Source: an optimization exercise on an open RTL-to-GDS flow (aim: small area and a short achievable clock period). Production flows keep margins and buffers that such runs may drop. Function was not checked in any run shown here: the RTL went through the layout flow alone. Power figures rest on the tool's default switching activity, not on a simulated workload.

## flow/design.v (module list and top-level ports; edited modules follow where they fit)
// module fa_cell: 4 lines
// module ha_cell: 4 lines
// module booth_sel: 3 lines
// module fp_mul_tree: 1181 lines
// module fp_add_lo: 63 lines
// module fp_add_hi: 224 lines
// module fp_norm_shift: 20 lines
// module fp_round_inc: 11 lines
// module fp_prefix_and: 10 lines
// module fp_add48: 7 lines
// module fp_lzc24: 11 lines
// module fp32_mul: 187 lines
module fp32_mul
(
    input  logic        clk,
    input  logic        rst_n,
    input  logic [31:0] a,
    input  logic [31:0] b,
    input  logic        in_valid,
    output logic        out_valid,
    output logic [31:0] result
);
  // ...
==> flow/run.sh <==
#!/bin/bash
# synth_recipe.tcl (not shown) runs the flow's synth.tcl, then flattens the netlist and writes it again
# the make line also repeats each setting of config.mk as NAME=value (left out here)
make -C /OpenROAD-flow-scripts/flow DESIGN_CONFIG=/design/flow/config.mk WORK_HOME=/design/flow/orfs CLKGATE_MAP_FILE= SYNTH_SCRIPT=/design/flow/synth_recipe.tcl finish
==> flow/config.mk <==
export PLATFORM = sky130hd
export DESIGN_NAME = fp32_mul
export DESIGN_NICKNAME = fp32_mul
export VERILOG_FILES = /design/flow/design.v
export SDC_FILE = /design/flow/constraint.sdc
export NUM_CORES = 4
export LEC_CHECK = 0
export CAP_MARGIN = 20
export CORE_MARGIN = 2
export CORE_UTILIZATION = 40
export SETUP_SLACK_MARGIN = 4.5
export SLEW_MARGIN = 20
export SYNTH_HIERARCHICAL = 1
export SYNTH_MINIMUM_KEEP_SIZE = 0
==> flow/constraint.sdc <==
create_clock -name core_clock -period 8.5 [get_ports {clk}]
set_input_delay 1.7000 -clock core_clock [delete_from_list [all_inputs] [get_ports {clk}]]
set_output_delay 1.7000 -clock core_clock [all_outputs]
set_load 0.01 [all_outputs]
==> summary.log, run 1 <==
qor: layout.area_delta_synth_final 16.3%
qor: drt.routed_via_density 5.90
qor: critical_path.critical_path.max_fanout 3
qor: clock_network.clock_tree.root_cell clkbuf_16
qor: layout.multi_input_gate_area 0.0188 mm2
qor: grt.groute.layer.met1.usage 28.6%
qor: yosys.syn_inst 2,159
qor: grt.globalRoute.totalOverflow 0
qor: place.dp.cells 3,027
qor: layout.layout.non_clock_buffers 167
qor: floorplanning.floorplan.die_area 0.0634 mm2
qor: layout.nNetsFinal 2,749
qor: place.placed_cell_area 0.0265 mm2
qor: pwr.p_leak 10.1 nW
qor: timing.timing.setup.tns 0 ns
qor: drt.drt-initial-drc-count 1,124
qor: yosys.synthesis.nets 2,592
qor: timing.worst_case_hold_slack 0.329 ns
qor: critical_path.path_delay_family adder cells
qor: yosys.syn_avg_cell_area 11.4 um2
qor: outcome.outcome no timing/DRC/antenna violations
qor: pwr.power.sequential.total 2.10 mW
qor: drt.met2RoutedLength 34,800 um
qor: place.gp_congestion 0.883
qor: layout.layout.cells.non_filler 3,122
qor: clock_network.cts.sinks 260
qor: critical_path.crit_path_end_kind flop
==> module booth_sel, before the edit <==
module booth_sel (input logic one, input logic two, input logic neg, input logic x0, input logic x1, output logic pp);
  assign pp = ((one & x0) | (two & x1)) ^ neg;
endmodule
==> module fp_add_hi, before the edit <==
module fp_add_hi (
    input  logic [35:0] a,
    input  logic [35:0] b,
    input  logic ci,
    output logic [35:0] s
);
  logic [35:0] p, g;
  assign p = a ^ b;
  assign g = a & b;
  logic g0c;
  assign g0c = g[0] | (p[0] & ci);
  wire gg1 = g[1] | (p[1] & g0c);
  wire pp1 = p[1] & p[0];
  wire gg2 = g[3] | (p[3] & g[2]);
  wire pp2 = p[3] & p[2];
  wire gg3 = g[5] | (p[5] & g[4]);
  wire pp3 = p[5] & p[4];
  wire gg4 = g[7] | (p[7] & g[6]);
  wire pp4 = p[7] & p[6];
  wire gg5 = g[9] | (p[9] & g[8]);
  wire pp5 = p[9] & p[8];
  wire gg6 = g[11] | (p[11] & g[10]);
  wire pp6 = p[11] & p[10];
  wire gg7 = g[13] | (p[13] & g[12]);
  wire pp7 = p[13] & p[12];
  wire gg8 = g[15] | (p[15] & g[14]);
  wire pp8 = p[15] & p[14];
  wire gg9 = g[17] | (p[17] & g[16]);
  wire pp9 = p[17] & p[16];
  wire gg10 = g[19] | (p[19] & g[18]);
  wire pp10 = p[19] & p[18];
  wire gg11 = g[21] | (p[21] & g[20]);
  wire pp11 = p[21] & p[20];
  wire gg12 = g[23] | (p[23] & g[22]);
  wire pp12 = p[23] & p[22];
  wire gg13 = g[25] | (p[25] & g[24]);
  wire pp13 = p[25] & p[24];
  wire gg14 = g[27] | (p[27] & g[26]);
  wire pp14 = p[27] & p[26];
  wire gg15 = g[29] | (p[29] & g[28]);
  wire pp15 = p[29] & p[28];
  wire gg16 = g[31] | (p[31] & g[30]);
  wire pp16 = p[31] & p[30];
  wire gg17 = g[33] | (p[33] & g[32]);
  wire pp17 = p[33] & p[32];
  wire gg18 = g[35] | (p[35] & g[34]);
  wire pp18 = p[35] & p[34];
  wire gg19 = g[2] | (p[2] & gg1);
  wire pp19 = p[2] & pp1;
  wire gg20 = gg2 | (pp2 & gg1);
  wire pp20 = pp2 & pp1;
  wire gg21 = g[6] | (p[6] & gg3);
  wire pp21 = p[6] & pp3;
  wire gg22 = gg4 | (pp4 & gg3);
  wire pp22 = pp4 & pp3;
  wire gg23 = g[10] | (p[10] & gg5);
  wire pp23 = p[10] & pp5;
  wire gg24 = gg6 | (pp6 & gg5);
  wire pp24 = pp6 & pp5;
  wire gg25 = g[14] | (p[14] & gg7);
  wire pp25 = p[14] & pp7;
  wire gg26 = gg8 | (pp8 & gg7);
  wire pp26 = pp8 & pp7;
  wire gg27 = g[18] | (p[18] & gg9);
  wire pp27 = p[18] & pp9;
  wire gg28 = gg10 | (pp10 & gg9);
  wire pp28 = pp10 & pp9;
  wire gg29 = g[22] | (p[22] & gg11);
  wire pp29 = p[22] & pp11;
  wire gg30 = gg12 | (pp12 & gg11);
  wire pp30 = pp12 & pp11;
  wire gg31 = g[26] | (p[26] & gg13);
  wire pp31 = p[26] & pp13;
  wire gg32 = gg14 | (pp14 & gg13);
  wire pp32 = pp14 & pp13;
  wire gg33 = g[30] | (p[30] & gg15);
  wire pp33 = p[30] & pp15;
  wire gg34 = gg16 | (pp16 & gg15);
  wire pp34 = pp16 & pp15;
  wire gg35 = g[34] | (p[34] & gg17);
  wire pp35 = p[34] & pp17;
  wire gg36 = gg18 | (pp18 & gg17);
  wire pp36 = pp18 & pp17;
  wire gg37 = g[4] | (p[4] & gg20);
  wire pp37 = p[4] & pp20;
  wire gg38 = gg3 | (pp3 & gg20);
  wire pp38 = pp3 & pp20;
  wire gg39 = gg21 | (pp21 & gg20);
  wire pp39 = pp21 & pp20;
  wire gg40 = gg22 | (pp22 & gg20);
  wire pp40 = pp22 & pp20;
  wire gg41 = g[12] | (p[12] & gg24);
  wire pp41 = p[12] & pp24;
  wire gg42 = gg7 | (pp7 & gg24);
  wire pp42 = pp7 & pp24;
  wire gg43 = gg25 | (pp25 & gg24);
  wire pp43 = pp25 & pp24;
  wire gg44 = gg26 | (pp26 & gg24);
  wire pp44 = pp26 & pp24;
  wire gg45 = g[20] | (p[20] & gg28);
  wire pp45 = p[20] & pp28;
  wire gg46 = gg11 | (pp11 & gg28);
  wire pp46 = pp11 & pp28;
  wire gg47 = gg29 | (pp29 & gg28);
  wire pp47 = pp29 & pp28;
  wire gg48 = gg30 | (pp30 & gg28);
  wire pp48 = pp30 & pp28;
  wire gg49 = g[28] | (p[28] & gg32);
  wire pp49 = p[28] & pp32;
  wire gg50 = gg15 | (pp15 & gg32);
  wire pp50 = pp15 & pp32;
  wire gg51 = gg33 | (pp33 & gg32);
  wire pp51 = pp33 & pp32;
  wire gg52 = gg34 | (pp34 & gg32);
  wire pp52 = pp34 & pp32;
  wire gg53 = g[8] | (p[8] & gg40);
  wire pp53 = p[8] & pp40;
  wire gg54 = gg5 | (pp5 & gg40);
  wire pp54 = pp5 & pp40;
  wire gg55 = gg23 | (pp23 & gg40);
  wire pp55 = pp23 & pp40;
  wire gg56 = gg24 | (pp24 & gg40);
  wire pp56 = pp24 & pp40;
  wire gg57 = gg41 | (pp41 & gg40);
  wire pp57 = pp41 & pp40;
  wire gg58 = gg42 | (pp42 & gg40);
  wire pp58 = pp42 & pp40;
  wire gg59 = gg43 | (pp43 & gg40);
  wire pp59 = pp43 & pp40;
  wire gg60 = gg44 | (pp44 & gg40);
  wire pp60 = pp44 & pp40;
  wire gg61 = g[24] | (p[24] & gg48);
  wire pp61 = p[24] & pp48;
  wire gg62 = gg13 | (pp13 & gg48);
  wire pp62 = pp13 & pp48;
  wire gg63 = gg31 | (pp31 & gg48);
  wire pp63 = pp31 & pp48;
  wire gg64 = gg32 | (pp32 & gg48);
  wire pp64 = pp32 & pp48;
  wire gg65 = gg49 | (pp49 & gg48);
  wire pp65 = pp49 & pp48;
  wire gg66 = gg50 | (pp50 & gg48);
  wire pp66 = pp50 & pp48;
  wire gg67 = gg51 | (pp51 & gg48);
  wire pp67 = pp51 & pp48;
  wire gg68 = gg52 | (pp52 & gg48);
  wire pp68 = pp52 & pp48;
  wire gg69 = g[16] | (p[16] & gg60);
  wire pp69 = p[16] & pp60;
  wire gg70 = gg9 | (pp9 & gg60);
  wire pp70 = pp9 & pp60;
  wire gg71 = gg27 | (pp27 & gg60);
  wire pp71 = pp27 & pp60;
  wire gg72 = gg28 | (pp28 & gg60);
  wire pp72 = pp28 & pp60;
  wire gg73 = gg45 | (pp45 & gg60);
  wire pp73 = pp45 & pp60;
  wire gg74 = gg46 | (pp46 & gg60);
  wire pp74 = pp46 & pp60;
  wire gg75 = gg47 | (pp47 & gg60);
  wire pp75 = pp47 & pp60;
  wire gg76 = gg48 | (pp48 & gg60);
  wire pp76 = pp48 & pp60;
  wire gg77 = gg61 | (pp61 & gg60);
  wire pp77 = pp61 & pp60;
  wire gg78 = gg62 | (pp62 & gg60);
  wire pp78 = pp62 & pp60;
  wire gg79 = gg63 | (pp63 & gg60);
  wire pp79 = pp63 & pp60;
  wire gg80 = gg64 | (pp64 & gg60);
  wire pp80 = pp64 & pp60;
  wire gg81 = gg65 | (pp65 & gg60);
  wire pp81 = pp65 & pp60;
  wire gg82 = gg66 | (pp66 & gg60);
  wire pp82 = pp66 & pp60;
  wire gg83 = gg67 | (pp67 & gg60);
  wire pp83 = pp67 & pp60;
  wire gg84 = gg68 | (pp68 & gg60);
  wire pp84 = pp68 & pp60;
  wire gg85 = g[32] | (p[32] & gg84);
  wire pp85 = p[32] & pp84;
  wire gg86 = gg17 | (pp17 & gg84);
  wire pp86 = pp17 & pp84;
  wire gg87 = gg35 | (pp35 & gg84);
  wire pp87 = pp35 & pp84;
  wire gg88 = gg36 | (pp36 & gg84);
  wire pp88 = pp36 & pp84;
  assign s[0] = p[0] ^ ci;
  assign s[1] = p[1] ^ g0c;
  assign s[2] = p[2] ^ gg1;
  assign s[3] = p[3] ^ gg19;
  assign s[4] = p[4] ^ gg20;
  assign s[5] = p[5] ^ gg37;
  assign s[6] = p[6] ^ gg38;
  assign s[7] = p[7] ^ gg39;
  assign s[8] = p[8] ^ gg40;
  assign s[9] = p[9] ^ gg53;
  assign s[10] = p[10] ^ gg54;
  assign s[11] = p[11] ^ gg55;
  assign s[12] = p[12] ^ gg56;
  assign s[13] = p[13] ^ gg57;
  assign s[14] = p[14] ^ gg58;
  assign s[15] = p[15] ^ gg59;
  assign s[16] = p[16] ^ gg60;
  assign s[17] = p[17] ^ gg69;
  assign s[18] = p[18] ^ gg70;
  assign s[19] = p[19] ^ gg71;
  assign s[20] = p[20] ^ gg72;
  assign s[21] = p[21] ^ gg73;
  assign s[22] = p[22] ^ gg74;
  assign s[23] = p[23] ^ gg75;
  assign s[24] = p[24] ^ gg76;
  assign s[25] = p[25] ^ gg77;
  assign s[26] = p[26] ^ gg78;
  assign s[27] = p[27] ^ gg79;
  assign s[28] = p[28] ^ gg80;
  assign s[29] = p[29] ^ gg81;
  assign s[30] = p[30] ^ gg82;
  assign s[31] = p[31] ^ gg83;
  assign s[32] = p[32] ^ gg84;
  assign s[33] = p[33] ^ gg85;
  assign s[34] = p[34] ^ gg86;
  assign s[35] = p[35] ^ gg87;
endmodule
==> inputs of run 2 (changes only) <==
--- a/flow/design.v
+++ b/flow/design.v
@@ -9,3 +9,11 @@
 module booth_sel (input logic one, input logic two, input logic neg, input logic x0, input logic x1, output logic pp);
-  assign pp = ((one & x0) | (two & x1)) ^ neg;
+  logic m;
+  ao22_cell u_m (.a(one), .b(x0), .c(two), .d(x1), .y(m));
+  xor2_cell u_x (.a(m), .b(neg), .y(pp));
+endmodule
+module ao22_cell (input logic a, input logic b, input logic c, input logic d, output logic y);
+  assign y = (a & b) | (c & d);
+endmodule
+module xor2_cell (input logic a, input logic b, output logic y);
+  assign y = a ^ b;
 endmodule
@@ -1302,142 +1310,94 @@
   wire pp18 = p[35] & p[34];
-  wire gg19 = g[2] | (p[2] & gg1);
-  wire pp19 = p[2] & pp1;
-  wire gg20 = gg2 | (pp2 & gg1);
-  wire pp20 = pp2 & pp1;
-  wire gg21 = g[6] | (p[6] & gg3);
-  wire pp21 = p[6] & pp3;
-  wire gg22 = gg4 | (pp4 & gg3);
-  wire pp22 = pp4 & pp3;
-  wire gg23 = g[10] | (p[10] & gg5);
-  wire pp23 = p[10] & pp5;
-  wire gg24 = gg6 | (pp6 & gg5);
-  wire pp24 = pp6 & pp5;
-  wire gg25 = g[14] | (p[14] & gg7);
-  wire pp25 = p[14] & pp7;
-  wire gg26 = gg8 | (pp8 & gg7);
-  wire pp26 = pp8 & pp7;
-  wire gg27 = g[18] | (p[18] & gg9);
-  wire pp27 = p[18] & pp9;
-  wire gg28 = gg10 | (pp10 & gg9);
-  wire pp28 = pp10 & pp9;
-  wire gg29 = g[22] | (p[22] & gg11);
-  wire pp29 = p[22] & pp11;
-  wire gg30 = gg12 | (pp12 & gg11);
-  wire pp30 = pp12 & pp11;
-  wire gg31 = g[26] | (p[26] & gg13);
-  wire pp31 = p[26] & pp13;
-  wire gg32 = gg14 | (pp14 & gg13);
-  wire pp32 = pp14 & pp13;
-  wire gg33 = g[30] | (p[30] & gg15);
-  wire pp33 = p[30] & pp15;
-  wire gg34 = gg16 | (pp16 & gg15);
-  wire pp34 = pp16 & pp15;
-  wire gg35 = g[34] | (p[34] & gg17);
-  wire pp35 = p[34] & pp17;
-  wire gg36 = gg18 | (pp18 & gg17);
-  wire pp36 = pp18 & pp17;
-  wire gg37 = g[4] | (p[4] & gg20);
-  wire pp37 = p[4] & pp20;
-  wire gg38 = gg3 | (pp3 & gg20);
-  wire pp38 = pp3 & pp20;
-  wire gg39 = gg21 | (pp21 & gg20);
-  wire pp39 = pp21 & pp20;
-  wire gg40 = gg22 | (pp22 & gg20);
-  wire pp40 = pp22 & pp20;
-  wire gg41 = g[12] | (p[12] & gg24);
-  wire pp41 = p[12] & pp24;
-  wire gg42 = gg7 | (pp7 & gg24);
-  wire pp42 = pp7 & pp24;
-  wire gg43 = gg25 | (pp25 & gg24);
-  wire pp43 = pp25 & pp24;
-  wire gg44 = gg26 | (pp26 & gg24);
-  wire pp44 = pp26 & pp24;
-  wire gg45 = g[20] | (p[20] & gg28);
-  wire pp45 = p[20] & pp28;
-  wire gg46 = gg11 | (pp11 & gg28);
-  wire pp46 = pp11 & pp28;
-  wire gg47 = gg29 | (pp29 & gg28);
-  wire pp47 = pp29 & pp28;
-  wire gg48 = gg30 | (pp30 & gg28);
-  wire pp48 = pp30 & pp28;
-  wire gg49 = g[28] | (p[28] & gg32);
-  wire pp49 = p[28] & pp32;
-  wire gg50 = gg15 | (pp15 & gg32);
-  wire pp50 = pp15 & pp32;
-  wire gg51 = gg33 | (pp33 & gg32);
-  wire pp51 = pp33 & pp32;
-  wire gg52 = gg34 | (pp34 & gg32);
-  wire pp52 = pp34 & pp32;
-  wire gg53 = g[8] | (p[8] & gg40);
-  wire pp53 = p[8] & pp40;
-  wire gg54 = gg5 | (pp5 & gg40);
-  wire pp54 = pp5 & pp40;
-  wire gg55 = gg23 | (pp23 & gg40);
-  wire pp55 = pp23 & pp40;
-  wire gg56 = gg24 | (pp24 & gg40);
-  wire pp56 = pp24 & pp40;
-  wire gg57 = gg41 | (pp41 & gg40);
-  wire pp57 = pp41 & pp40;
-  wire gg58 = gg42 | (pp42 & gg40);
-  wire pp58 = pp42 & pp40;
-  wire gg59 = gg43 | (pp43 & gg40);
-  wire pp59 = pp43 & pp40;
-  wire gg60 = gg44 | (pp44 & gg40);
-  wire pp60 = pp44 & pp40;
-  wire gg61 = g[24] | (p[24] & gg48);
-  wire pp61 = p[24] & pp48;
-  wire gg62 = gg13 | (pp13 & gg48);
-  wire pp62 = pp13 & pp48;
-  wire gg63 = gg31 | (pp31 & gg48);
-  wire pp63 = pp31 & pp48;
-  wire gg64 = gg32 | (pp32 & gg48);
-  wire pp64 = pp32 & pp48;
-  wire gg65 = gg49 | (pp49 & gg48);
-  wire pp65 = pp49 & pp48;
-  wire gg66 = gg50 | (pp50 & gg48);
-  wire pp66 = pp50 & pp48;
-  wire gg67 = gg51 | (pp51 & gg48);
-  wire pp67 = pp51 & pp48;
-  wire gg68 = gg52 | (pp52 & gg48);
-  wire pp68 = pp52 & pp48;
-  wire gg69 = g[16] | (p[16] & gg60);
-  wire pp69 = p[16] & pp60;
-  wire gg70 = gg9 | (pp9 & gg60);
-  wire pp70 = pp9 & pp60;
-  wire gg71 = gg27 | (pp27 & gg60);
-  wire pp71 = pp27 & pp60;
-  wire gg72 = gg28 | (pp28 & gg60);
-  wire pp72 = pp28 & pp60;
-  wire gg73 = gg45 | (pp45 & gg60);
-  wire pp73 = pp45 & pp60;
-  wire gg74 = gg46 | (pp46 & gg60);
-  wire pp74 = pp46 & pp60;
-  wire gg75 = gg47 | (pp47 & gg60);
-  wire pp75 = pp47 & pp60;
-  wire gg76 = gg48 | (pp48 & gg60);
-  wire pp76 = pp48 & pp60;
-  wire gg77 = gg61 | (pp61 & gg60);
-  wire pp77 = pp61 & pp60;
-  wire gg78 = gg62 | (pp62 & gg60);
-  wire pp78 = pp62 & pp60;
-  wire gg79 = gg63 | (pp63 & gg60);
-  wire pp79 = pp63 & pp60;
-  wire gg80 = gg64 | (pp64 & gg60);
-  wire pp80 = pp64 & pp60;
-  wire gg81 = gg65 | (pp65 & gg60);
-  wire pp81 = pp65 & pp60;
-  wire gg82 = gg66 | (pp66 & gg60);
-  wire pp82 = pp66 & pp60;
-  wire gg83 = gg67 | (pp67 & gg60);
-  wire pp83 = pp67 & pp60;
-  wire gg84 = gg68 | (pp68 & gg60);
-  wire pp84 = pp68 & pp60;
-  wire gg85 = g[32] | (p[32] & gg84);
-  wire pp85 = p[32] & pp84;
-  wire gg86 = gg17 | (pp17 & gg84);
-  wire pp86 = pp17 & pp84;
-  wire gg87 = gg35 | (pp35 & gg84);
-  wire pp87 = pp35 & pp84;
-  wire gg88 = gg36 | (pp36 & gg84);
-  wire pp88 = pp36 & pp84;
+  wire gg19 = gg2 | (pp2 & gg1);
+  wire pp19 = pp2 & pp1;
+  wire gg20 = gg4 | (pp4 & gg3);
+  wire pp20 = pp4 & pp3;
+  wire gg21 = gg6 | (pp6 & gg5);
+  wire pp21 = pp6 & pp5;
+  wire gg22 = gg8 | (pp8 & gg7);
+  wire pp22 = pp8 & pp7;
+  wire gg23 = gg10 | (pp10 & gg9);
+  wire pp23 = pp10 & pp9;
+  wire gg24 = gg12 | (pp12 & gg11);
+  wire pp24 = pp12 & pp11;
+  wire gg25 = gg14 | (pp14 & gg13);
+  wire pp25 = pp14 & pp13;
+  wire gg26 = gg16 | (pp16 & gg15);
+  wire pp26 = pp16 & pp15;
+  wire gg27 = gg18 | (pp18 & gg17);
+  wire pp27 = pp18 & pp17;
+  wire gg28 = gg20 | (pp20 & gg19);
+  wire pp28 = pp20 & pp19;
+  wire gg29 = gg22 | (pp22 & gg21);
+  wire pp29 = pp22 & pp21;
+  wire gg30 = gg24 | (pp24 & gg23);
+  wire pp30 = pp24 & pp23;
+  wire gg31 = gg26 | (pp26 & gg25);
+  wire pp31 = pp26 & pp25;
+  wire gg32 = gg29 | (pp29 & gg28);
+  wire pp32 = pp29 & pp28;
+  wire gg33 = gg31 | (pp31 & gg30);
+  wire pp33 = pp31 & pp30;
+  wire gg34 = gg33 | (pp33 & gg32);
+  wire pp34 = pp33 & pp32;
+  wire gg35 = gg30 | (pp30 & gg32);
+  wire pp35 = pp30 & pp32;
+  wire gg36 = gg21 | (pp21 & gg28);
+  wire pp36 = pp21 & pp28;
+  wire gg37 = gg23 | (pp23 & gg32);
+  wire pp37 = pp23 & pp32;
+  wire gg38 = gg25 | (pp25 & gg35);
+  wire pp38 = pp25 & pp35;
+  wire gg39 = gg27 | (pp27 & gg34);
+  wire pp39 = pp27 & pp34;
+  wire gg40 = gg3 | (pp3 & gg19);
+  wire pp40 = pp3 & pp19;
+  wire gg41 = gg5 | (pp5 & gg28);
+  wire pp41 = pp5 & pp28;
+  wire gg42 = gg7 | (pp7 & gg36);
+  wire pp42 = pp7 & pp36;
+  wire gg43 = gg9 | (pp9 & gg32);
+  wire pp43 = pp9 & pp32;
+  wire gg44 = gg11 | (pp11 & gg37);
+  wire pp44 = pp11 & pp37;
+  wire gg45 = gg13 | (pp13 & gg35);
+  wire pp45 = pp13 & pp35;
+  wire gg46 = gg15 | (pp15 & gg38);
+  wire pp46 = pp15 & pp38;
+  wire gg47 = gg17 | (pp17 & gg34);
+  wire pp47 = pp17 & pp34;
+  wire gg48 = g[2] | (p[2] & gg1);
+  wire pp48 = p[2] & pp1;
+  wire gg49 = g[4] | (p[4] & gg19);
+  wire pp49 = p[4] & pp19;
+  wire gg50 = g[6] | (p[6] & gg40);
+  wire pp50 = p[6] & pp40;
+  wire gg51 = g[8] | (p[8] & gg28);
+  wire pp51 = p[8] & pp28;
+  wire gg52 = g[10] | (p[10] & gg41);
+  wire pp52 = p[10] & pp41;
+  wire gg53 = g[12] | (p[12] & gg36);
+  wire pp53 = p[12] & pp36;
+  wire gg54 = g[14] | (p[14] & gg42);
+  wire pp54 = p[14] & pp42;
+  wire gg55 = g[16] | (p[16] & gg32);
+  wire pp55 = p[16] & pp32;
+  wire gg56 = g[18] | (p[18] & gg43);
+  wire pp56 = p[18] & pp43;
+  wire gg57 = g[20] | (p[20] & gg37);
+  wire pp57 = p[20] & pp37;
+  wire gg58 = g[22] | (p[22] & gg44);
+  wire pp58 = p[22] & pp44;
+  wire gg59 = g[24] | (p[24] & gg35);
+  wire pp59 = p[24] & pp35;
+  wire gg60 = g[26] | (p[26] & gg45);
+  wire pp60 = p[26] & pp45;
+  wire gg61 = g[28] | (p[28] & gg38);
+  wire pp61 = p[28] & pp38;
+  wire gg62 = g[30] | (p[30] & gg46);
+  wire pp62 = p[30] & pp46;
+  wire gg63 = g[32] | (p[32] & gg34);
+  wire pp63 = p[32] & pp34;
+  wire gg64 = g[34] | (p[34] & gg47);
+  wire pp64 = p[34] & pp47;
   assign s[0] = p[0] ^ ci;
@@ -1445,35 +1405,35 @@
   assign s[2] = p[2] ^ gg1;
-  assign s[3] = p[3] ^ gg19;
-  assign s[4] = p[4] ^ gg20;
-  assign s[5] = p[5] ^ gg37;
-  assign s[6] = p[6] ^ gg38;
-  assign s[7] = p[7] ^ gg39;
-  assign s[8] = p[8] ^ gg40;
-  assign s[9] = p[9] ^ gg53;
-  assign s[10] = p[10] ^ gg54;
-  assign s[11] = p[11] ^ gg55;
-  assign s[12] = p[12] ^ gg56;
-  assign s[13] = p[13] ^ gg57;
-  assign s[14] = p[14] ^ gg58;
-  assign s[15] = p[15] ^ gg59;
-  assign s[16] = p[16] ^ gg60;
-  assign s[17] = p[17] ^ gg69;
-  assign s[18] = p[18] ^ gg70;
-  assign s[19] = p[19] ^ gg71;
-  assign s[20] = p[20] ^ gg72;
-  assign s[21] = p[21] ^ gg73;
-  assign s[22] = p[22] ^ gg74;
-  assign s[23] = p[23] ^ gg75;
-  assign s[24] = p[24] ^ gg76;
-  assign s[25] = p[25] ^ gg77;
-  assign s[26] = p[26] ^ gg78;
-  assign s[27] = p[27] ^ gg79;
-  assign s[28] = p[28] ^ gg80;
-  assign s[29] = p[29] ^ gg81;
-  assign s[30] = p[30] ^ gg82;
-  assign s[31] = p[31] ^ gg83;
-  assign s[32] = p[32] ^ gg84;
-  assign s[33] = p[33] ^ gg85;
-  assign s[34] = p[34] ^ gg86;
-  assign s[35] = p[35] ^ gg87;
+  assign s[3] = p[3] ^ gg48;
+  assign s[4] = p[4] ^ gg19;
+  assign s[5] = p[5] ^ gg49;
+  assign s[6] = p[6] ^ gg40;
+  assign s[7] = p[7] ^ gg50;
+  assign s[8] = p[8] ^ gg28;
+  assign s[9] = p[9] ^ gg51;
+  assign s[10] = p[10] ^ gg41;
+  assign s[11] = p[11] ^ gg52;
+  assign s[12] = p[12] ^ gg36;
+  assign s[13] = p[13] ^ gg53;
+  assign s[14] = p[14] ^ gg42;
+  assign s[15] = p[15] ^ gg54;
+  assign s[16] = p[16] ^ gg32;
+  assign s[17] = p[17] ^ gg55;
+  assign s[18] = p[18] ^ gg43;
+  assign s[19] = p[19] ^ gg56;
+  assign s[20] = p[20] ^ gg37;
+  assign s[21] = p[21] ^ gg57;
+  assign s[22] = p[22] ^ gg44;
+  assign s[23] = p[23] ^ gg58;
+  assign s[24] = p[24] ^ gg35;
+  assign s[25] = p[25] ^ gg59;
+  assign s[26] = p[26] ^ gg45;
+  assign s[27] = p[27] ^ gg60;
+  assign s[28] = p[28] ^ gg38;
+  assign s[29] = p[29] ^ gg61;
+  assign s[30] = p[30] ^ gg46;
+  assign s[31] = p[31] ^ gg62;
+  assign s[32] = p[32] ^ gg34;
+  assign s[33] = p[33] ^ gg63;
+  assign s[34] = p[34] ^ gg47;
+  assign s[35] = p[35] ^ gg64;
 endmodule
==> summary.log, run 2 <==
qor: critical_path.cp.required 8.98 ns [was 8.94 ns]
qor: pwr.clockPowerShare 12.9% [was 11.3%]
qor: layout.largestRegisters hi0_2 (36), hi1_2 (36), result (32) [unchanged]
qor: layout.regArea 0.00526 mm2 [was 0.00537 mm2]
qor: grt.globalRoute.totalOverflow 0 [unchanged]
qor: place.input_output_buffers 99 [unchanged]
qor: floorplanning.floorplan.die_area 0.0603 mm2 [was 0.0634 mm2]
qor: timing.grt_setup_unrepaired true [unchanged]
qor: pwr.power_report.internal_total 6.07 mW [was 6.17 mW]
qor: timing.timing.setup.tns 0 ns [unchanged]
qor: critical_path.worst-r2r-cell-count 9 [was 16]
qor: pwr.switching_share 44.2% [was 45.4%]
qor: pwr.power-per-cell-area 404 mW/mm2 [was 396 mW/mm2]
qor: timing.hold_viol_final 0 [unchanged]
qor: critical_path.critPathKind reg2reg [unchanged]
qor: layout.layout.cells.non_filler 3,051 [was 3,122]
qor: critical_path.critPathMostFrequentCell fa_1 [was fa_2]
qor: critical_path.worstPathCellList buf_4, a22o_1, xor2_1, fa_1, fa_1, fa_1, fa_1, fa_1, fa_1 [was inv_1, fa_2, fa_2, nand2b_4, a211oi_4, o21ai_4, a211oi_2, nor2_2, o21ai_2, a21oi_2, fa_2, inv_2, mux4_2, mux2i_2, mux2_4, mux2i_2]
qor: critical_path.slowest_delay 0.51 ns [was 0.54 ns]
qor: drt.route.detailed.drc 0 [unchanged]
qor: pwr.design_power_total 10.9 mW [was 11.3 mW]
qor: drt.first_drt_pass_iteration_count 7 [was 6]
qor: drt.totalWireLength 70,800 um [was 75,600 um]
qor: timing.slew_headroom 34.1% [was 33.7%]
qor: timing.final.min_clock_period 3.93 ns [was 3.97 ns]
qor: clock_network.cts.sinks 260 [unchanged]
qor: worst_hold_path.hold_path_startpoint s1$_DFF_P_ [was sp2[0]$_DFF_P_]
qor: outcome.outcome no timing/DRC/antenna violations [unchanged]
qor: layout.diodes 0 [was 2]
qor: critical_path.critical_path.max_fanout 25 [was 3]
qor: worst_hold_path.hold_removal_path_class reg2reg [unchanged]
qor: timing.final-setup-viol-count 0 [unchanged]
qor: grt.grt_first_pass_wirelength 110,000 um [was 109,000 um]
qor: yosys.synth_area 0.0234 mm2 [was 0.0245 mm2]
qor: clock_network.clockBufferDepth 3 [unchanged]
qor: place.place_ws 3.97 ns [was 3.78 ns]
qor: critical_path.critical-path-slowest-cell fa_1 [was fa_2]
qor: layout.layout_commonest_cell xor2_1 [was xnor2_1]
qor: floorplanning.std_cell_rows 88 [was 90]
qor: layout.fillers 5,340 [was 5,424]
qor: yosys.ys.warnings.count 10 [unchanged]
qor: yosys.syn_avg_cell_area 11.1 um2 [was 11.4 um2]
qor: floorplanning.initial_core_util 40.5% [was 40.6%]
qor: job.max_cap_viol_count 0 [unchanged]
qor: drt.route.detailed.wl_per_inst 23.2 um [was 24.2 um]
qor: clock_network.clock_tree.root_cell clkbuf_16 [unchanged]
qor: clock_network.clk_pin_slew_worst_paths 0.07 ns [about the same]
qor: drt.drt-initial-drc-count 1,278 [was 1,124]
qor: clock_network.cts_tree built [unchanged]
qor: critical_path.path_delay_family adder cells [unchanged]
qor: grt.grt_start_max_net_pins 52 [unchanged]
qor: floorplanning.io_pins 100 [unchanged]
qor: place.gp_congestion 0.905 [was 0.883]
qor: drt.routed_via_density 5.79 [was 5.90]
qor: timing.final-max-slew-violation-count 0 [unchanged]
qor: floorplanning.design.core.area 0.0577 mm2 [was 0.0605 mm2]
qor: clock_network.worstSkewPairLatency 0.59 ns [about the same]
qor: place.dpl.hpwl 47,500 um [was 47,800 um]
qor: critical_path.worst_r2r_endpoint hi1_2[24]$_DFF_P_ [was win3[23]$_DFF_P_]
qor: pwr.power.share.combinational 68.0% [was 70.1%]
qor: clock_network.cts_hold_buf 0 [unchanged]
qor: grt.via_count_of_the_first_global_routing_pass 18,800 [was 19,000]
qor: worst_hold_path.worst_hold_path.num_cells 0 [unchanged]
qor: critical_path.worstSetupPathDepth 9 [was 16]
qor: critical_path.crit_path_end_kind flop [unchanged]
qor: layout.layout.cells.most_common_list xor2_1, fa_1, a22o_1 [was xnor2_1, a22oi_2, fa_1]
qor: layout.multi_input_gate_area 0.0177 mm2 [was 0.0188 mm2]
qor: critical_path.reg2reg_from sa1[13]$_DFF_P_ [was hi1_2[12]$_DFF_P_]
qor: timing.setup_ws 4.57 ns [was 4.53 ns]
qor: drt.routed-via-count 17,700 [was 18,400]
qor: timing.layout_worst_path_cycle_share 46.3% [was 46.7%]
qor: critical_path.critical_path_at 4.41 ns [about the same]
qor: pwr.switching_power 4.80 mW [was 5.13 mW]
qor: critical_path.critPathLaunchType flop [unchanged]
qor: place.dp.cells 2,988 [was 3,027]
qor: critical_path.cp_num_buf_inv 1 [was 2]
qor: floorplanning.floorplan.die.width 246 um [was 252 um]
qor: timing.skew 0.0165 ns [was 0.0395 ns]
qor: drt.detail-route-antenna-nets 0 [unchanged]
qor: grt.globalRouteTotalUtil 23.5% [was 22.0%]
qor: grt.antenna_found_initial 4 [was 2]
qor: timing.slew_at_the_pin_with_the_worst_max_slew_slack 0.982 ns [was 0.995 ns]
qor: clock_network.htree_levels 1 [unchanged]
qor: layout.nNetsFinal 2,707 [was 2,749]
qor: yosys.syn_inst 2,108 [was 2,159]
qor: layout.area_delta_synth_final 15.3% [was 16.3%]
qor: worst_hold_path.min_to s2$_DFF_P_ [was sp3[0]$_DFF_P_]
qor: timing.max_clock_freq 254 MHz [was 252 MHz]
qor: yosys.synthesis.nets 2,552 [was 2,592]
qor: clock_network.numCtsBuffers 31 [was 30]
qor: pwr.p_leak 10.9 nW [was 10.1 nW]
qor: floorplanning.die-height 246 um [was 252 um]
qor: pwr.vdd_ir_drop_max 0.197 mV [was 0.205 mV]
qor: critical_path.reg_to_reg_slack_setup 4.57 ns [was 4.53 ns]
qor: pwr.power.sequential.fraction 19.1% [was 18.6%]
qor: layout.post_route_cells_drive_above_1_share 11.0% [was 24.1%]
-- run 2: changes by cell type in the layout (fill, tap and decap cells not counted), sizes merged, moves of 5 or more --
| cell | delta |
|---|---|
| nor3 | -7 |
| xor2 | +280 |
| nor2 | -18 |
| a22o | +276 |
| fa | +12 |
| a21o | +5 |
| a21oi | -8 |
| a22oi | -276 |
| xnor2 | -285 |
| nand3 | -6 |
-- run 2: power groups by stage --
stage          Combinational (mW)  Sequential (mW)  Clock [mW]
3_5_place_dp                 7.12             2.10           0
5_1_grt                      8.32             2.12        1.49
6_report                     7.39             2.08        1.40
2_1_floorplan                4.88             2.08           0
3_3_place_gp                 6.93             2.09           0
4_1_cts                      7.21             2.08        1.43
-- run 2: worst max path at each step --
| stage | start | endpoint | slack, ns |
|---|---|---|---|
| after detailed placement | a[28] | esum1[8]$_DFF_P_ | 3.97 |
| final | sa1[13]$_DFF_P_ | hi1_2[24]$_DFF_P_ | 4.57 |
| after floorplan | neg1[7]$_DFF_P_ | hi1_2[24]$_DFF_P_ | 4.52 |
| after global routing | clo2$_DFF_P_ | win3[24]$_DFF_P_ | 4.44 |
| after CTS | one1[0]$_DFF_P_ | hi1_2[24]$_DFF_P_ | 4.50 |
| after global placement | a[28] | esum1[8]$_DFF_P_ | 3.94 |
-- run 2: metal layers --
metal,track usage [%],up-vias,wire length [um]
li1,-,7832,-
met1,30.9,8709,29200
met2,37.6,951,32400
met3,5.52,178,6620
met4,8.54,0,2610
met5,0,-,0
-- run 2: final cells by class --
cell class | instances | area share, %
clock buffer | 38 | 3.09
clock inverter | 18 | 0.911
inverter | 94 | 1.31
multi-input combinational | 1713 | 65.6
sequential | 260 | 19.5
tap | 765 | 3.55
timing repair buffer | 163 | 5.97
-- run 2: per-stage QoR --
step	util [%]	cell area, um2	hold WS [ns]
floorplan	-	23400	0.310
global placement	44.2	25500	0.311
detailed placement	44.2	25500	0.323
CTS	46.2	26600	0.336
global route	46.7	26900	0.343
finish	46.7	26900	0.330
-- run 2: repair_timing --
| item | 4_1_cts | 5_1_grt |
|---|---|---|
| buffers inserted | 1 | 6 |
| gates cloned | 0 | 0 |
| endpoints found under the hold margin | 0 | 0 |
| endpoints found under the setup margin | 43 | 32 |
| gates resized for setup | 17 | 70 |
| pin swaps | 6 | 21 |
==> inputs of run 3 (changes only) <==
--- a/flow/config.mk
+++ b/flow/config.mk
@@ -10,2 +10,3 @@
 export CORE_UTILIZATION = 40
+export CTS_BUF_LIST = sky130_fd_sc_hd__clkbuf_4 sky130_fd_sc_hd__clkbuf_8
 export SETUP_SLACK_MARGIN = 4.5
==> summary.log, run 3 <==
qor: outcome.outcome no timing/DRC/antenna violations [unchanged]
qor: clock_network.clk_pin_slew_worst_paths 0.06 ns [was 0.07 ns]
qor: timing.skew 0.0474 ns [was 0.0165 ns]
qor: layout.largestRegisters hi0_2 (36), hi1_2 (36), result (32) [unchanged]
qor: pwr.design_power_total 10.7 mW [was 10.9 mW]
qor: drt.detail-route-antenna-nets 0 [unchanged]
qor: clock_network.numCtsBuffers 48 [was 31]
qor: clock_network.clock_tree.root_cell clkbuf_8 [was clkbuf_16]
qor: grt.grt_first_pass_wirelength 110,000 um [about the same]
qor: drt.routed_via_density 5.75 [was 5.79]
qor: timing.final.min_clock_period 3.95 ns [was 3.93 ns]
qor: layout.fillers 5,384 [was 5,340]
qor: critical_path.critical_path_at 4.47 ns [was 4.41 ns]
qor: drt.first_drt_pass_iteration_count 5 [was 7]
qor: place.place_ws 3.97 ns [unchanged]
qor: grt.global_route.usage.met3 5.83% [was 5.52%]
qor: critical_path.critPathKind reg2reg [unchanged]
qor: yosys.syn_inst 2,108 [unchanged]
qor: layout.layout.cells.most_common_list xor2_1, fa_1, a22o_1 [unchanged]
qor: critical_path.critical_path.startpoint sa1[19]$_DFF_P_ [was sa1[13]$_DFF_P_]
qor: drt.totalWireLength 70,800 um [about the same]
qor: critical_path.critPathLaunchType flop [unchanged]
qor: layout.finalInstanceArea 0.0269 mm2 [about the same]
qor: grt.antenna_found_initial 4 [unchanged]
qor: timing.grt_setup_unrepaired true [unchanged]
qor: drt.route.detailed.wl_per_inst 23.0 um [was 23.2 um]
qor: layout.post_route_cells_drive_above_1_share 12.2% [was 11.0%]
qor: critical_path.reg_to_reg_slack_setup 4.55 ns [was 4.57 ns]
qor: clock_network.cts.sinks 260 [unchanged]
qor: floorplanning.floorplan.die.width 246 um [unchanged]
qor: worst_hold_path.hold_removal_path_class reg2reg [unchanged]
qor: critical_path.cp.required 9.02 ns [was 8.98 ns]
qor: pwr.vdd_ir_drop_max 0.158 mV [was 0.197 mV]
qor: timing.timing.setup.tns 0 ns [unchanged]
qor: layout.layout_commonest_cell xor2_1 [unchanged]
qor: floorplanning.std_cell_rows 88 [unchanged]
qor: grt.grt_start_max_net_pins 52 [unchanged]
qor: worst_hold_path.worst_hold_path.num_cells 0 [unchanged]
qor: drt.route.detailed.drc 0 [unchanged]
qor: floorplanning.floorplan.die_area 0.0603 mm2 [unchanged]
qor: drt.routed-via-count 17,700 [about the same]
qor: critical_path.critical_path.max_fanout 25 [unchanged]
qor: grt.gr-max-usage-layer met2 [unchanged]
qor: floorplanning.io_pins 100 [unchanged]
qor: timing.slew_at_the_pin_with_the_worst_max_slew_slack 0.987 ns [was 0.982 ns]
qor: critical_path.worst-r2r-cell-count 9 [unchanged]
qor: place.placed_cell_area 0.0255 mm2 [unchanged]
qor: worst_hold_path.min_to s2$_DFF_P_ [unchanged]
qor: floorplanning.initial_core_util 40.5% [unchanged]
qor: yosys.synth_area 0.0234 mm2 [unchanged]
qor: timing.layout_worst_path_cycle_share 46.5% [was 46.3%]
qor: grt.use_met2 37.3% [was 37.6%]
qor: yosys.synthesis.nets 2,552 [unchanged]
qor: grt.groute.layer.met1.usage 30.7% [was 30.9%]
qor: critical_path.crit_path_end_kind flop [unchanged]
qor: layout.final_core_util 46.6% [was 46.7%]
qor: grt.globalRouteTotalUtil 23.6% [was 23.5%]
qor: yosys.syn_avg_cell_area 11.1 um2 [unchanged]
qor: clock_network.cts_hold_buf 0 [unchanged]
qor: floorplanning.design.core.area 0.0577 mm2 [unchanged]
qor: timing.max_clock_freq 253 MHz [was 254 MHz]
qor: layout.nNetsFinal 2,721 [was 2,707]
qor: grt.via_count_of_the_first_global_routing_pass 19,000 [was 18,800]
qor: timing.setup_ws 4.55 ns [was 4.57 ns]
qor: drt.drt-initial-drc-count 1,447 [was 1,278]
qor: timing.final-setup-viol-count 0 [unchanged]
qor: floorplanning.die-height 246 um [unchanged]
qor: clock_network.worstSkewPairLatency 0.65 ns [was 0.59 ns]
qor: timing.slew_headroom 33.7% [was 34.1%]
qor: yosys.ys.warnings.count 10 [unchanged]
qor: place.input_output_buffers 99 [unchanged]
qor: place.gp_congestion 0.905 [unchanged]
qor: pwr.p_leak 11.0 nW [was 10.9 nW]
qor: layout.area_delta_synth_final 15.2% [was 15.3%]
qor: job.max_cap_viol_count 0 [unchanged]
qor: timing.hold_viol_final 0 [unchanged]
qor: pwr.power-per-cell-area 398 mW/mm2 [was 404 mW/mm2]
qor: timing.final-max-slew-violation-count 0 [unchanged]
qor: clock_network.cts_tree built [unchanged]
qor: grt.globalRoute.totalOverflow 0 [unchanged]
qor: clock_network.clockBufferDepth 3 [unchanged]
qor: critical_path.worst_r2r_endpoint hi1_2[24]$_DFF_P_ [unchanged]
qor: worst_hold_path.hold_path_startpoint s1$_DFF_P_ [unchanged]
qor: place.dpl.hpwl 47,500 um [unchanged]
qor: clock_network.htree_levels 2 [was 1]
qor: critical_path.reg2reg_from sa1[19]$_DFF_P_ [was sa1[13]$_DFF_P_]
## run 3: timing repair
| item | in CTS | in global routing |
|---|---|---|
| buffers inserted | 0 | 4 |
| resized for setup | 18 | 77 |
| pin swaps | 6 | 20 |
| setup endpoints to repair | 44 | 31 |
## run 3: how the worst max path moves through the flow
stage / to / slack, ns / cells past startpoint
2_1_floorplan: hi1_2[24]$_DFF_P_ / 4.52 / 7
3_3_place_gp: esum1[8]$_DFF_P_ / 3.94 / 14
3_5_place_dp: esum1[8]$_DFF_P_ / 3.97 / 14
4_1_cts: hi1_2[24]$_DFF_P_ / 4.50 / 8
5_1_grt: win3[24]$_DFF_P_ / 4.43 / 16
6_report: hi1_2[24]$_DFF_P_ / 4.55 / 9
## run 3: critical path, cell delays in order (launching register included)
cell and delay [ns]:
dfxtp_1 0.32, buf_6 0.30, a22o_1 0.21, xor2_1 0.21
fa_1 0.48, fa_1 0.46, fa_1 0.44, fa_1 0.51
fa_1 0.44, fa_1 0.45
## run 3: report_power, final
part | switching (mW) | internal [mW]
combinational | 3.94 | 3.43
sequential | 0.307 | 1.77
clock | 0.546 | 0.720
total | 4.79 | 5.92
## run 3: layer usage
| metal | wire length, um | share of wire [%] |
|---|---|---|
| met4 | 2760 | 3.9 |
| met3 | 6260 | 8.8 |
| met2 | 32300 | 46 |
| met5 | 0 | 0 |
| met1 | 29500 | 42 |
## run 3: layout make-up
type | instances | area, um2 | area share, %
flip-flops and latches | 260 | 5260 | 19.6
inverters | 94 | 353 | 1.31
clock buffers | 67 | 860 | 3.19
clock inverters | 17 | 161 | 0.600
repair buffers | 160 | 1630 | 6.07
well taps | 765 | 957 | 3.56
multi-input cells | 1713 | 17700 | 65.7
diodes | 1 | 2.50 | 0.00930
## run 3: metrics by stage
step,std cells,hold slack (ns)
final,3077,0.329
after detailed placement,2988,0.323
after global routing,3077,0.336
after floorplan,2108,0.310
after CTS,3072,0.333
after global placement,2988,0.311
==> inputs of run 4 (changes only) <==
--- a/flow/config.mk
+++ b/flow/config.mk
@@ -10,4 +10,3 @@
 export CORE_UTILIZATION = 40
-export CTS_BUF_LIST = sky130_fd_sc_hd__clkbuf_4 sky130_fd_sc_hd__clkbuf_8
-export SETUP_SLACK_MARGIN = 4.5
+export SETUP_SLACK_MARGIN = 5
 export SLEW_MARGIN = 20
==> summary.log, run 4 <==
qor: layout.nNetsFinal 2,874 [was 2,721]
qor: clock_network.clk_pin_slew_worst_paths 0.06 ns [about the same]
qor: drt.route.detailed.wl_per_inst 27.2 um [was 23.0 um]
qor: pwr.clockPowerShare 11.5% [was 11.8%]
qor: timing.grt_setup_unrepaired true [unchanged]
qor: pwr.vdd_ir_drop_max 0.308 mV [was 0.158 mV]
qor: pwr.p_leak 12.2 nW [was 11.0 nW]
qor: layout.final_core_util 52.3% [was 46.6%]
qor: timing.final-max-slew-violation-count 0 [unchanged]
qor: critical_path.reg_to_reg_slack_setup 4.58 ns [was 4.55 ns]
qor: critical_path.critical_path_at 4.38 ns [was 4.47 ns]
qor: drt.routed-via-count 19,700 [was 17,700]
qor: critical_path.crit_path_end_kind flop [unchanged]
qor: layout.area_delta_synth_final 29.2% [was 15.2%]
qor: timing.final.min_clock_period 3.92 ns [was 3.95 ns]
qor: pwr.switching_share 44.6% [was 44.7%]
qor: layout.layout.cells.most_common_list xor2_1, a22o_1, dfxtp_1 [was xor2_1, fa_1, a22o_1]
qor: drt.drt-initial-drc-count 2,537 [was 1,447]
qor: timing.final-setup-viol-count 0 [unchanged]
qor: grt.grt_start_max_net_pins 42 [was 52]
qor: timing.skew 0.0290 ns [was 0.0474 ns]
qor: yosys.synth_area 0.0234 mm2 [unchanged]
qor: place.placed_cell_area 0.0254 mm2 [was 0.0255 mm2]
qor: worst_hold_path.hold_removal_path_class reg2reg [unchanged]
qor: layout.largestRegisters hi0_2 (36), hi1_2 (36), result (32) [unchanged]
qor: yosys.syn_inst 2,108 [unchanged]
qor: clock_network.cts_tree built [unchanged]
qor: pwr.power_report.internal_total 6.66 mW [was 5.92 mW]
qor: critical_path.critPathLaunchType flop [unchanged]
qor: layout.finalInstanceArea 0.0302 mm2 [was 0.0269 mm2]
qor: timing.slew_headroom 31.6% [was 33.7%]
qor: yosys.synthesis.nets 2,552 [unchanged]
qor: clock_network.clockBufferDepth 3 [unchanged]
qor: floorplanning.std_cell_rows 88 [unchanged]
qor: clock_network.worstSkewPairLatency 0.62 ns [was 0.65 ns]
qor: floorplanning.floorplan.die.width 246 um [unchanged]
qor: drt.route.detailed.drc 0 [unchanged]
qor: clock_network.cts.sinks 260 [unchanged]
qor: timing.hold_viol_final 0 [unchanged]
qor: drt.routed_via_density 6.11 [was 5.75]
qor: critical_path.critPathKind reg2reg [unchanged]
qor: place.gp_congestion 0.894 [was 0.905]
qor: clock_network.cts_hold_buf 0 [unchanged]
qor: yosys.ys.warnings.count 10 [unchanged]
qor: timing.timing.setup.tns 0 ns [unchanged]
qor: floorplanning.io_pins 100 [unchanged]
qor: clock_network.htree_levels 1 [was 2]
qor: grt.via_count_of_the_first_global_routing_pass 19,900 [was 19,000]
qor: timing.slew_at_the_pin_with_the_worst_max_slew_slack 1.03 ns [was 0.987 ns]
qor: critical_path.cp.required 8.96 ns [was 9.02 ns]
qor: grt.grt_first_pass_wirelength 124,000 um [was 110,000 um]
qor: floorplanning.design.core.area 0.0577 mm2 [unchanged]
qor: grt.globalRoute.totalOverflow 0 [unchanged]
qor: place.dpl.hpwl 47,000 um [was 47,500 um]
qor: timing.worst_case_hold_slack 0.325 ns [was 0.329 ns]
qor: yosys.syn_avg_cell_area 11.1 um2 [unchanged]
qor: layout.post_route_cells_drive_above_1_share 26.6% [was 12.2%]
qor: floorplanning.die-height 246 um [unchanged]
qor: grt.antenna_found_initial 2 [was 4]
qor: clock_network.clock_tree.root_cell clkbuf_16 [was clkbuf_8]
qor: timing.max_clock_freq 255 MHz [was 253 MHz]
qor: drt.first_drt_pass_iteration_count 7 [was 5]
qor: place.input_output_buffers 99 [unchanged]
qor: clock_network.numCtsBuffers 31 [was 48]
qor: floorplanning.initial_core_util 40.5% [unchanged]
qor: outcome.outcome no timing/DRC/antenna violations [unchanged]
qor: pwr.power-per-cell-area 398 mW/mm2 [about the same]
qor: layout.layout_commonest_cell xor2_1 [unchanged]
qor: critical_path.critical_path.max_fanout 3 [was 25]
qor: pwr.power.share.combinational 70.9% [was 68.8%]
qor: floorplanning.floorplan.die_area 0.0603 mm2 [unchanged]
qor: pwr.switching_power 5.36 mW [was 4.79 mW]
qor: drt.totalWireLength 87,400 um [was 70,800 um]
qor: drt.detail-route-antenna-nets 0 [unchanged]
qor: grt.globalRouteTotalUtil 27.4% [was 23.6%]
qor: layout.diodes 0 [was 1]
qor: timing.layout_worst_path_cycle_share 46.1% [was 46.5%]
qor: job.max_cap_viol_count 0 [unchanged]
qor: pwr.power.sequential.fraction 17.6% [was 19.4%]
## run 4: final timing paths
path	to	start	cells after the start
worst max-delay path	win3[2]$_DFF_P_	hi0_2[12]$_DFF_P_	16
worst min-delay path	sp3[1]$_DFF_P_	sp2[1]$_DFF_P_	0
worst max register to register	win3[2]$_DFF_P_	hi0_2[12]$_DFF_P_	16
worst min register to register	sp3[1]$_DFF_P_	sp2[1]$_DFF_P_	0
max in group asynchronous	v4$_DFF_PN0_	rst_n	1
min in group asynchronous	v1$_DFF_PN0_	rst_n	1
## run 4: repair_timing
action	4_1_cts	5_1_grt
setup endpoints to repair	77	70
setup buffers	154	59
gates cloned	2	3
pin swaps	63	89
resized for setup	193	155
## run 4: per-stage QoR
stage | instances | setup slack (ns) | total power [mW]
6_report | 3220 | 4.58 | 12.0
5_1_grt | 3220 | 4.43 | 12.9
4_1_cts | 3158 | 4.54 | 11.4
3_5_place_dp | 2944 | 4.15 | 9.34
3_3_place_gp | 2944 | 4.14 | 9.16
2_1_floorplan | 2108 | 4.89 | 6.99
## run 4: layout make-up
cell class	instances	area [um2]
clock buffers	37	798
clock inverters	21	254
fillers	5005	27500
inverters	94	353
multi-input cells	1713	18600
flip-flops and latches	260	5440
well taps	765	957
repair buffers	330	3820
## run 4: routing by layer
layer	GRT usage [%]	vias up	part of all wire [%]
met5	0	-	0.014
met4	15.2	2	7.1
met3	8.89	416	12
met2	42.0	1475	43
met1	33.9	9639	37
li1	-	8150	-
## run 4: critical path, stage by stage (launching register included)
cell and delay (ns):
dfxtp_2 0.32, inv_2 0.03, fa_2 0.37, fa_2 0.36, nand2b_4 0.16, a21oi_4 0.18, o2111ai_4 0.18, buf_4 0.18
buf_6 0.10, a21oi_2 0.13, nor2b_2 0.07, fa_1 0.48, inv_1 0.07, mux4_2 0.51, mux2_2 0.29, mux2i_2 0.20
mux2i_1 0.11
## run 4: power groups by stage
stage | registers, mW | logic [mW] | clock network [mW]
final | 2.12 | 8.52 | 1.38
after global routing | 2.15 | 9.29 | 1.45
after CTS | 2.11 | 7.89 | 1.39
after detailed placement | 2.22 | 7.11 | 0
after global placement | 2.22 | 6.94 | 0
after floorplan | 2.08 | 4.91 | 0

==> re-timing with driven ports <==
In the flow no input, the clock included, has a driving cell. The finished layouts below were timed again as built, in two steps. Step 1 sets driving cells, clkbuf_16 on the clock port and buf_2 on the other inputs (assumed; they add their load-dependent delay and slew). Step 2 times the ports against the registers' clock, not the clock port: input delays grow and output delays shrink by t, the midpoint of the rising clock arrivals with the driver on. Slacks: ideal ports / drivers / drivers and shift; pairs: ideal ports / drivers.
| run | t, ns | setup WS [ns] | hold WS [ns] | worst setup path after step 2 | worst data-port slew with drivers (ns) |
|---|---|---|---|---|---|
| run 1 | 0.629 | 4.528 / 4.528 / 4.114 | 0.329 / 0.329 / 0.329 | input to register | 0.04 |
| run 2 | 0.639 | 4.566 / 4.566 / 4.087 | 0.330 / 0.330 / 0.330 | input to register | 0.04 |
| run 3 | 0.677 | 4.548 / 4.548 / 4.087 | 0.329 / 0.329 / 0.329 | input to register | 0.04 |
| run 4 | 0.661 | 4.579 / 4.579 / 4.487 | 0.325 / 0.325 / 0.325 | input to register | 0.04 |
After both steps every run listed still meets setup and hold. For run 2, which loses most, drivers alone change the setup slack by 0.000 ns; drivers and shift together by -0.479 ns.
